Context: an optimization exercise on an open-source flow, tuned for small area. The choices shown serve that exercise and are no tape-out recipe.
In this exercise RTL edits were held to simulation tests only and were not proved equivalent to the original.

### flow/run.sh
#!/bin/bash
# synth_recipe.tcl (not shown) runs the flow's synth.tcl, then flattens the netlist and writes it again
# the make line also repeats each setting of config.mk as NAME=value (left out here)
make -C /OpenROAD-flow-scripts/flow DESIGN_CONFIG=/design/flow/config.mk WORK_HOME=/design/flow/orfs CLKGATE_MAP_FILE= SYNTH_SCRIPT=/design/flow/synth_recipe.tcl finish
### flow/config.mk
export PLATFORM = sky130hd
export DESIGN_NAME = fifo_ctl_top
export DESIGN_NICKNAME = fifo_ctl_top
export VERILOG_FILES = /design/flow/design.v
export SDC_FILE = /design/flow/constraint.sdc
export NUM_CORES = 4
export LEC_CHECK = 0
export CAP_MARGIN = 20
export CORE_MARGIN = 2
export CORE_UTILIZATION = 40
export SLEW_MARGIN = 20
### flow/constraint.sdc
create_clock -name core_clock -period 6.5 [get_ports {clk}]
set_input_delay 1.3000 -clock core_clock [delete_from_list [all_inputs] [get_ports {clk}]]
set_output_delay 1.3000 -clock core_clock [all_outputs]
set_load 0.01 [all_outputs]
### flow/design.v
package com_pkg;
    typedef enum logic [1:0] {
        TLP  = 2'b00,                      
        CFG  = 2'b01,                      
        LOOP = 2'b10,                      
        CMD  = 2'b11                       
    } link_type_e;
    localparam logic [7:0] LINK_MAGIC = 8'h77;    
    typedef struct packed {
        logic [1:0] rsvd;                  
        logic       write;                 
        logic       read;                  
    } link_flags_t;
    typedef struct packed {
        logic [31:0] payload;              
        logic [15:0] addr;                 
        link_flags_t flags;                
        logic [1:0]  ctx;                  
        link_type_e  ltype;                
        logic [7:0]  magic;                
    } link_word_t;
    typedef struct packed {
        logic [31:0] data;
        logic        first;
        logic        last;
    } tlp_beat_t;
    typedef struct packed {
        logic [31:0] data;
        logic [1:0]  ctx;
        link_type_e  tag;                  
    } tx_item_t;
endpackage
package ctl_pkg;
    typedef enum logic {
        READ  = 1'b0,
        WRITE = 1'b1
    } cmd_op_e;
    typedef struct packed {
        cmd_op_e     op;
        logic [15:0] addr;                 
        logic [15:0] mask;                 
        logic [15:0] value;
    } ctl_cmd_t;
    localparam int RO_BITS  = 128;
    localparam int RW_BITS  = 128;
    localparam int RO_BYTES = RO_BITS / 8;        
    localparam int RW_BYTES = RW_BITS / 8;        
    localparam logic [15:0] RO_MAGIC = 16'hab89;  
    localparam logic [15:0] RW_MAGIC = 16'hefcd;  
    localparam int RWPOS_SEND_EN = 17;            
    localparam int RWPOS_SEND_CNT = 32;
    localparam int SEND_CNT_BITS  = 16;
    localparam logic [15:0] SEND_ADDR = 16'hfffe;
    localparam int ADDR_RW_BIT = 15;
    localparam int REG_BITS = 16;
endpackage
`timescale 1ns/1ns
module sync_fifo #(
    parameter int WIDTH = 32,
    parameter int DEPTH = 16                   
) (
    input  logic             clk,
    input  logic             rst,
    input  logic             i_wr_en,
    input  logic [WIDTH-1:0] i_din,
    input  logic             i_rd_en,
    output logic [WIDTH-1:0] o_dout,
    output logic             o_valid,
    output logic             o_afull
);
    localparam int AW = $clog2(DEPTH);
    logic [WIDTH-1:0] mem [DEPTH];
    logic [AW-1:0]    wr_ptr;
    logic [AW-1:0]    rd_ptr;
    logic [AW:0]      count;                   
    logic             do_wr;
    logic             do_rd;
    assign do_wr = i_wr_en && (count != (AW+1)'(DEPTH));    
    assign do_rd = i_rd_en && o_valid;
    assign o_dout  = mem[rd_ptr];
    assign o_valid = (count != '0);
    assign o_afull = (count >= (AW+1)'(DEPTH - 2));         
    always_ff @(posedge clk) begin
        if (do_wr) begin
            mem[wr_ptr] <= i_din;
        end
    end
    always_ff @(posedge clk) begin
        if (rst) begin
            wr_ptr <= '0;
            rd_ptr <= '0;
            count  <= '0;
        end else begin
            if (do_wr) wr_ptr <= wr_ptr + 1'b1;             
            if (do_rd) rd_ptr <= rd_ptr + 1'b1;
            count <= count + (AW+1)'(do_wr) - (AW+1)'(do_rd);
        end
    end
endmodule
`timescale 1ns/1ns
import com_pkg::*;
import ctl_pkg::*;
module rx_router (
    input  logic                clk,
    input  logic                rst,
    input  com_pkg::link_word_t i_host_word,
    input  logic                i_host_valid,
    output com_pkg::tlp_beat_t  o_tlp_tx,
    output logic                o_tlp_tx_valid,
    output com_pkg::tx_item_t   o_loop_item,
    output logic                o_loop_wr,
    output ctl_pkg::ctl_cmd_t   o_cmd,
    output logic                o_cmd_wr
);
    logic word_ok;                             
    logic cmd_rd;
    logic cmd_wr_ok;                           
    assign word_ok   = i_host_valid && (i_host_word.magic == LINK_MAGIC);
    assign cmd_rd    = i_host_word.flags.read;
    assign cmd_wr_ok = i_host_word.flags.write && i_host_word.addr[ADDR_RW_BIT];
    always_ff @(posedge clk) begin
        if (rst) begin
            o_tlp_tx_valid <= 1'b0;
            o_loop_wr      <= 1'b0;
            o_cmd_wr       <= 1'b0;
        end else begin
            o_tlp_tx_valid <= word_ok && (i_host_word.ltype == TLP);
            o_loop_wr      <= word_ok && (i_host_word.ltype == LOOP);
            o_cmd_wr       <= word_ok && (i_host_word.ltype == CMD) && (cmd_rd || cmd_wr_ok);
        end
    end
    always_ff @(posedge clk) begin
        if (i_host_valid) begin
            o_tlp_tx.data  <= i_host_word.payload;
            o_tlp_tx.first <= i_host_word.ctx[1];
            o_tlp_tx.last  <= i_host_word.ctx[0];         
            o_loop_item    <= {i_host_word.payload, i_host_word.ctx, LOOP};
            o_cmd.op       <= cmd_rd ? READ : WRITE;      
            o_cmd.addr     <= i_host_word.addr;
            o_cmd.mask     <= {i_host_word.payload[7:0], i_host_word.payload[15:8]};
            o_cmd.value    <= {i_host_word.payload[23:16], i_host_word.payload[31:24]};
        end
    end
endmodule
`timescale 1ns/1ns
import com_pkg::*;
import ctl_pkg::*;
module ctl_regfile #(
    parameter logic [7:0]  DEVICE_ID     = 8'h00,
    parameter logic [7:0]  VERSION_MAJOR = 8'h00,
    parameter logic [7:0]  VERSION_MINOR = 8'h00,
    parameter logic [31:0] CUSTOM_VALUE  = 32'h0000_0000
) (
    input  logic              clk,
    input  logic              rst,
    input  ctl_pkg::ctl_cmd_t i_cmd,
    input  logic              i_cmd_valid,
    input  logic              i_resp_afull,
    output logic              o_cmd_rd_en,
    output com_pkg::tx_item_t o_resp,
    output logic              o_resp_wr
);
    localparam int RO_IW = $clog2(RO_BITS);
    localparam int RW_IW = $clog2(RW_BITS);
    logic [RO_BITS-1:0]          ro;
    logic [RW_BITS-1:0]          rw;
    logic [RO_BITS+REG_BITS-1:0] ro_pad;       
    logic [RW_BITS+REG_BITS-1:0] rw_pad;
    logic [ADDR_RW_BIT+2:0]      bit_off;      
    logic                        sel_rw;
    logic                        in_range;
    logic [REG_BITS-1:0]         rd_word;
    logic [SEND_CNT_BITS-1:0]    send_cnt;
    logic                        send_go;
    logic                        cmd_read;
    logic                        cmd_write;
    assign ro = {
        CUSTOM_VALUE,                          
        8'h00,                                 
        DEVICE_ID,                             
        VERSION_MINOR,                         
        VERSION_MAJOR,                         
        32'(RO_BYTES),                         
        16'h0000,                              
        RO_MAGIC                               
    };
    assign ro_pad = {{REG_BITS{1'b0}}, ro};
    assign rw_pad = {{REG_BITS{1'b0}}, rw};
    assign o_cmd_rd_en = i_cmd_valid && !i_resp_afull;    
    assign cmd_read    = o_cmd_rd_en && (i_cmd.op == READ);
    assign cmd_write   = o_cmd_rd_en && (i_cmd.op == WRITE);
    assign bit_off  = {i_cmd.addr[ADDR_RW_BIT-1:0], 3'b000};
    assign sel_rw   = i_cmd.addr[ADDR_RW_BIT];
    assign in_range = sel_rw ? (int'(bit_off) < RW_BITS) : (int'(bit_off) < RO_BITS);
    always_comb begin
        rd_word = '0;                          
        if (in_range) begin
            if (sel_rw) begin
                rd_word = rw_pad[bit_off[RW_IW-1:0] +: REG_BITS];
            end else begin
                rd_word = ro_pad[bit_off[RO_IW-1:0] +: REG_BITS];
            end
        end
    end
    assign send_cnt = rw[RWPOS_SEND_CNT +: SEND_CNT_BITS];
    assign send_go  = !o_cmd_rd_en && rw[RWPOS_SEND_EN] && (send_cnt != '0) && !i_resp_afull;
    always_ff @(posedge clk) begin
        if (rst) begin
            o_resp_wr <= 1'b0;
        end else begin
            o_resp_wr <= cmd_read || send_go;     
        end
    end
    always_ff @(posedge clk) begin
        if (send_go) begin
            o_resp <= {SEND_ADDR, send_cnt, 2'b00, CMD};
        end else begin
            o_resp <= {i_cmd.addr, rd_word[7:0], rd_word[15:8], 2'b00, CMD};
        end
    end
    always_ff @(posedge clk) begin
        if (rst) begin
            rw                                  <= '0;    
            rw[15:0]                            <= RW_MAGIC;
            rw[RWPOS_SEND_CNT +: 32]            <= 32'(RW_BYTES);
        end else if (cmd_write && sel_rw) begin
            for (int i = 0; i < REG_BITS; i++) begin
                if (i_cmd.mask[i] && (int'(bit_off) + i < RW_BITS)) begin
                    rw[int'(bit_off) + i] <= i_cmd.value[i];
                end
            end
        end else if (send_go) begin
            rw[RWPOS_SEND_CNT +: SEND_CNT_BITS] <= send_cnt - 1'b1;    
        end
    end
endmodule
`timescale 1ns/1ns
import com_pkg::*;
module tx_mux (
    input  logic                clk,
    input  logic                rst,
    input  com_pkg::tx_item_t   i_tlp,
    input  logic                i_tlp_valid,
    output logic                o_tlp_rd_en,
    input  com_pkg::tx_item_t   i_resp,
    input  logic                i_resp_valid,
    output logic                o_resp_rd_en,
    input  com_pkg::tx_item_t   i_loop,
    input  logic                i_loop_valid,
    output logic                o_loop_rd_en,
    input  logic                i_host_ready,
    output com_pkg::link_word_t o_host_word,
    output logic                o_host_valid
);
    logic     load;                            
    logic     pick_valid;
    com_pkg::tx_item_t pick;
    assign load = !o_host_valid || i_host_ready;
    assign o_tlp_rd_en  = load && i_tlp_valid;
    assign o_resp_rd_en = load && !i_tlp_valid && i_resp_valid;
    assign o_loop_rd_en = load && !i_tlp_valid && !i_resp_valid && i_loop_valid;
    assign pick_valid = i_tlp_valid || i_resp_valid || i_loop_valid;
    always_comb begin
        if (i_tlp_valid)       pick = i_tlp;
        else if (i_resp_valid) pick = i_resp;
        else                   pick = i_loop;
    end
    always_ff @(posedge clk) begin
        if (rst) begin
            o_host_valid <= 1'b0;
        end else if (load) begin
            o_host_valid <= pick_valid;        
        end
    end
    always_ff @(posedge clk) begin
        if (load && pick_valid) begin
            o_host_word <= {pick.data, 16'h0000, 4'h0, pick.ctx, pick.tag, LINK_MAGIC};
        end
    end
endmodule
`timescale 1ns/1ns
import com_pkg::*;
import ctl_pkg::*;
module fifo_ctl_top #(
    parameter logic [7:0]  DEVICE_ID     = 8'h5a,
    parameter logic [7:0]  VERSION_MAJOR = 8'h02,
    parameter logic [7:0]  VERSION_MINOR = 8'h07,
    parameter logic [31:0] CUSTOM_VALUE  = 32'hc0de_1234,
    parameter int          FIFO_DEPTH    = 16
) (
    input  logic                clk,
    input  logic                rst,
    input  com_pkg::link_word_t i_host_word,      
    input  logic                i_host_valid,
    input  logic                i_host_ready,
    output com_pkg::link_word_t o_host_word,      
    output logic                o_host_valid,
    output com_pkg::tlp_beat_t  o_tlp_tx,         
    output logic                o_tlp_tx_valid,
    input  com_pkg::tlp_beat_t  i_tlp_rx,         
    input  logic                i_tlp_rx_valid,
    output logic                o_tlp_rx_rd_en
);
    com_pkg::tx_item_t loop_in,  loop_out;
    logic     loop_wr,  loop_valid,  loop_rd;
    ctl_pkg::ctl_cmd_t cmd_in,   cmd_out;
    logic     cmd_wr,   cmd_valid,   cmd_rd;
    com_pkg::tx_item_t resp_in,  resp_out;
    logic     resp_wr,  resp_valid,  resp_rd,  resp_afull;
    com_pkg::tx_item_t tlp_item;
    assign tlp_item = {i_tlp_rx.data, i_tlp_rx.first, i_tlp_rx.last, TLP};
    rx_router rx_router_i (
        .clk, .rst, .i_host_word, .i_host_valid, .o_tlp_tx, .o_tlp_tx_valid,
        .o_loop_item (loop_in), .o_loop_wr (loop_wr), .o_cmd (cmd_in), .o_cmd_wr (cmd_wr)
    );
    sync_fifo #(.WIDTH(36), .DEPTH(FIFO_DEPTH)) loop_fifo (
        .clk, .rst, .i_wr_en (loop_wr), .i_din (loop_in), .i_rd_en (loop_rd),
        .o_dout (loop_out), .o_valid (loop_valid), .o_afull ()
    );
    sync_fifo #(.WIDTH(49), .DEPTH(FIFO_DEPTH)) cmd_fifo (
        .clk, .rst, .i_wr_en (cmd_wr), .i_din (cmd_in), .i_rd_en (cmd_rd),
        .o_dout (cmd_out), .o_valid (cmd_valid), .o_afull ()
    );
    ctl_regfile #(
        .DEVICE_ID (DEVICE_ID), .VERSION_MAJOR (VERSION_MAJOR),
        .VERSION_MINOR (VERSION_MINOR), .CUSTOM_VALUE (CUSTOM_VALUE)
    ) ctl_regfile_i (
        .clk, .rst, .i_cmd (cmd_out), .i_cmd_valid (cmd_valid), .i_resp_afull (resp_afull),
        .o_cmd_rd_en (cmd_rd), .o_resp (resp_in), .o_resp_wr (resp_wr)
    );
    sync_fifo #(.WIDTH(36), .DEPTH(FIFO_DEPTH)) resp_fifo (
        .clk, .rst, .i_wr_en (resp_wr), .i_din (resp_in), .i_rd_en (resp_rd),
        .o_dout (resp_out), .o_valid (resp_valid), .o_afull (resp_afull)
    );
    tx_mux tx_mux_i (
        .clk, .rst,
        .i_tlp (tlp_item), .i_tlp_valid (i_tlp_rx_valid), .o_tlp_rd_en (o_tlp_rx_rd_en),
        .i_resp (resp_out), .i_resp_valid (resp_valid), .o_resp_rd_en (resp_rd),
        .i_loop (loop_out), .i_loop_valid (loop_valid), .o_loop_rd_en (loop_rd),
        .i_host_ready, .o_host_word, .o_host_valid
    );
endmodule
==> summary.txt <==
[critical path, delay by kind of cell (launching register included)]
| kind | cells | cell delay [ns] |
|---|---|---|
| AND/OR/NAND/NOR | 7 | 2.58 |
| AO/OA/AOI/OAI | 4 | 1.27 |
| multiplexers | 2 | 0.28 |
| flip-flops | 1 | 0.69 |
| buffers and inverters | 2 | 0.51 |
| adder cells (fa/ha/maj) | 1 | 0.27 |
[power by group through the flow]
stage | registers [mW] | clock network [mW] | logic (mW)
floorplan | 16.3 | 0 | 5.44
global placement | 16.6 | 0 | 8.29
detailed placement | 16.7 | 0 | 8.32
CTS | 16.4 | 12.7 | 8.34
global route | 16.4 | 13.2 | 8.96
finish | 16.3 | 12.4 | 8.53
[path summary, 6_finish.rpt]
path | from | end | slack (ns) | depth (start not counted)
min | ctl_regfile_i.rw[111] | ctl_regfile_i.rw[111] | 0.47 | 2
max reg2reg | flop | ctl_regfile_i.rw[124] | 0.72 | 16
min reg2reg | ctl_regfile_i.rw[111] | ctl_regfile_i.rw[111] | 0.47 | 2
max | flop | ctl_regfile_i.rw[124] | 0.72 | 16
[per-stage QoR]
stage | area, µm² | cells
final | 103000 | 8475
after global routing | 103000 | 8472
after CTS | 102000 | 8442
after detailed placement | 95000 | 8032
after global placement | 95000 | 8032
after floorplan | 89300 | 5075
[synth_stat cells (all sizes together), types with 28 or more instances]
cell type / instances / area share, %
edfxtp: 1927 / 65
nand2: 374 / 1.6
buf: 163 / 1.1
nand4: 58 / 0.41
mux2i: 237 / 2.7
dfxtp: 216 / 4.8
xor2: 32 / 0.31
clkbuf: 233 / 0.98
inv: 57 / 0.24
mux4: 550 / 14
a32o: 28 / 0.31
a22o: 40 / 0.39
mux2: 41 / 0.52
nor4: 41 / 0.39
nor3: 44 / 0.26
and3: 33 / 0.23
o21ai: 115 / 0.65
nor2: 180 / 0.76
a21oi: 103 / 0.59
a31oi: 30 / 0.21
ha: 43 / 0.60
nand3: 128 / 0.73
[registers in the layout, indices dropped and copies added (netlist names), 2 cells and up, named ones only]
signal / flops
cmd_fifo.count: 5
cmd_fifo.mem: 784
cmd_fifo.rd_ptr: 4
cmd_fifo.wr_ptr: 4
ctl_regfile_i.o_resp: 32
ctl_regfile_i.rw: 128
loop_fifo.count: 5
loop_fifo.mem: 544
loop_fifo.rd_ptr: 4
loop_fifo.wr_ptr: 4
resp_fifo.count: 5
resp_fifo.mem: 512
resp_fifo.rd_ptr: 4
resp_fifo.wr_ptr: 4
rx_router_i.o_cmd: 49
rx_router_i.o_loop_item: 2
tx_mux_i.o_host_word: 36
[layout make-up]
cell class / count / area [µm²] / area share (%)
sequential: 2143 / 62200 / 60.7
timing repair buffer: 399 / 3700 / 3.61
antenna: 12 / 30.0 / 0.0293
tap: 2975 / 3720 / 3.63
clock inverter: 136 / 1270 / 1.24
clock buffer: 274 / 5860 / 5.72
inverter: 57 / 216 / 0.211
multi-input combinational: 2479 / 25500 / 24.9
[cells by family (layout without fill, tap and decap cells)]
logic type / count (synthesis) / after routing / share of synthesized area [%]
AO/OA/AOI/OAI: 560 / 560 / 4.46
XOR/XNOR: 59 / 59 / 0.579
adder cells (fa/ha/maj): 46 / 46 / 0.670
buffers and inverters: 453 / 866 / 2.33
flip-flops: 2143 / 2143 / 69.7
multiplexers: 828 / 828 / 17.1
other: 2 / 40 / 0.00842
AND/OR/NAND/NOR: 958 / 958 / 5.18
[layer usage]
layer / global-route usage, % / routed length, µm
met1: 30.7 / 104000
met2: 32.2 / 113000
met3: 3.80 / 20000
met4: 8.18 / 9160
met5: 0 / 27
==> impl_metrics.toml <==
[outcome]
status = "complete, no violations"

[timing]
rsz0062_at_grt = "no"
final_min_period_over_clock_period_pct = 89.0
setup_tns_ns = 0
worst_clock_skew_ns = 0.0665
relSlewSlack_pct = 24.8
slew_viol_final = 0
period_minus_slack_ns = 5.78
holdWs_ns = 0.474
setup_viol_count_final = 0
worst_pin_slew_ns = 1.12
timing.final.ws_setup_ns = 0.716
finalHoldViolations = 0
fmaxAchievable_ghz = 0.173

[global_routing]
grt_pass1_wl_um = 353000
antenna_found_initial = 24
grt_use_total_pct = 21.3
grt_pass1_vias = 49047
grt_max_degree = 87
grt_overflow = 0

[worst_setup_path]
cp_cell_sequence = "buf_12 -> mux2i_1 -> a22o_1 -> o21ai_0 -> nand2_1 -> inv_1 -> ha_1 -> nand4_1 -> a222oi_1 -> and3_1 -> mux2i_1 -> nor4b_2 -> and3_1 -> nand2_1 -> or3_1 -> a22o_1"
crit_fanout = 27
cp-start-kind = "flop"
slowest_delay_ns = 0.80
crit_slowest_cell = "nor4b_2"
crit_type = "flop to flop"
crit_path_end_kind = "flop"
worst_ep_required_time_ns = 7.22
cp.arrival_ns = 6.50

[route]
ant_nets = 0
drc = 0
wl_per_cell_um = 29.0
first_pass_iters = 7
avgViaCountPerCell = 5.89
vias = 49934
drtIter0Drc = 6260
drt_wl_total_um = 246000

[die]
initial_utilization_pct = 40.2
dieWidth_um = 476
die-area_mm2 = 0.227
rows = 173
core_area_mm2 = 0.222
top_level_ports = 204
chipHeight_um = 476

[cts]
root_buffer = "clkbuf_16"
cts_made_buffers = 219
cts_max_level = 4
cts_tree = "done"
postCtsHoldBufs = 0
worstSkewPairLatency_ns = 0.88
post_cts_resized = 0
path_clk_slew_ns = 0.06
clk_path_buf_depth = 3
cts_sinks = 2143
cts_setup_buffers = 0

[cells_and_area]
fillCellCount = 18805
area_delta_synth_final_pct = 14.9
post-route-util_pct = 46.2
nNetsFinal = 5448
layout_commonest_cell = "edfxtp_1"
mostFrequentLayoutCells = "1,927 x edfxtp_1, 550 x mux4_2, 374 x nand2_1"
drive_gt1_share_pct = 22.9

[power_and_ir_drop]
vdd_drop_max_uv = 264
p_seq_share_pct = 43.8
swShare_pct = 30.4
switchingPower_mw = 11.3
p_int_mw = 25.9
power.density_mw_per_mm2 = 363
clockPowerShare_pct = 33.3
finalPower_mw = 37.2
p_leak_nw = 32.1
p_comb_share_pct = 22.9

[yosys]
synthFlopType = "edfxtp_1"
netlist_area_mm2 = 0.0892
synth_edf_count = 1927
yosysSeqAreaShare_pct = 69.7
async_reset_ff_share_pct = 0
synth-seq-cells = 2143
synth_warnings = 5
synth_cells = 5049
synth_area_per_cell_um2 = 17.7
synth_cell_type_count = 97

[placed_design]
pre_cts_slack_ns = 0.913
place_hpwl_um = 144000
gp_congestion = 0.955
io_buffer_count = 173

[worst_hold_path]
min_path_type = "flop to flop"

[run]
maxCapViolations = 0

what the ideal ports hide:
In the flow no input, the clock included, has a driving cell. The finished layout below was timed again as built, in two steps. Step 1 assumes that a clkbuf_16 drives the clock port and a buf_2 every other input. Step 2 adds t to the input delays and takes it off the output delays; t is the mean of the earliest and latest rising clock arrival at the registers after step 1. Input paths then give back, and output paths get back, about the clock's delay inside the block. Three values: ideal ports, drivers, drivers and shift; two values: the first two.
t (ns): 0.934
setup slack, ns: 0.716 / 0.716 / 0.716
worst setup path after step 2: register to register
latest minus earliest clock arrival (ns): 0.067 / 0.067
worst slew at a driven data input, ns: 0.12
After both steps this run still meets setup and hold. For this run, drivers alone change the setup slack by 0.000 ns; drivers and shift together by 0.000 ns.
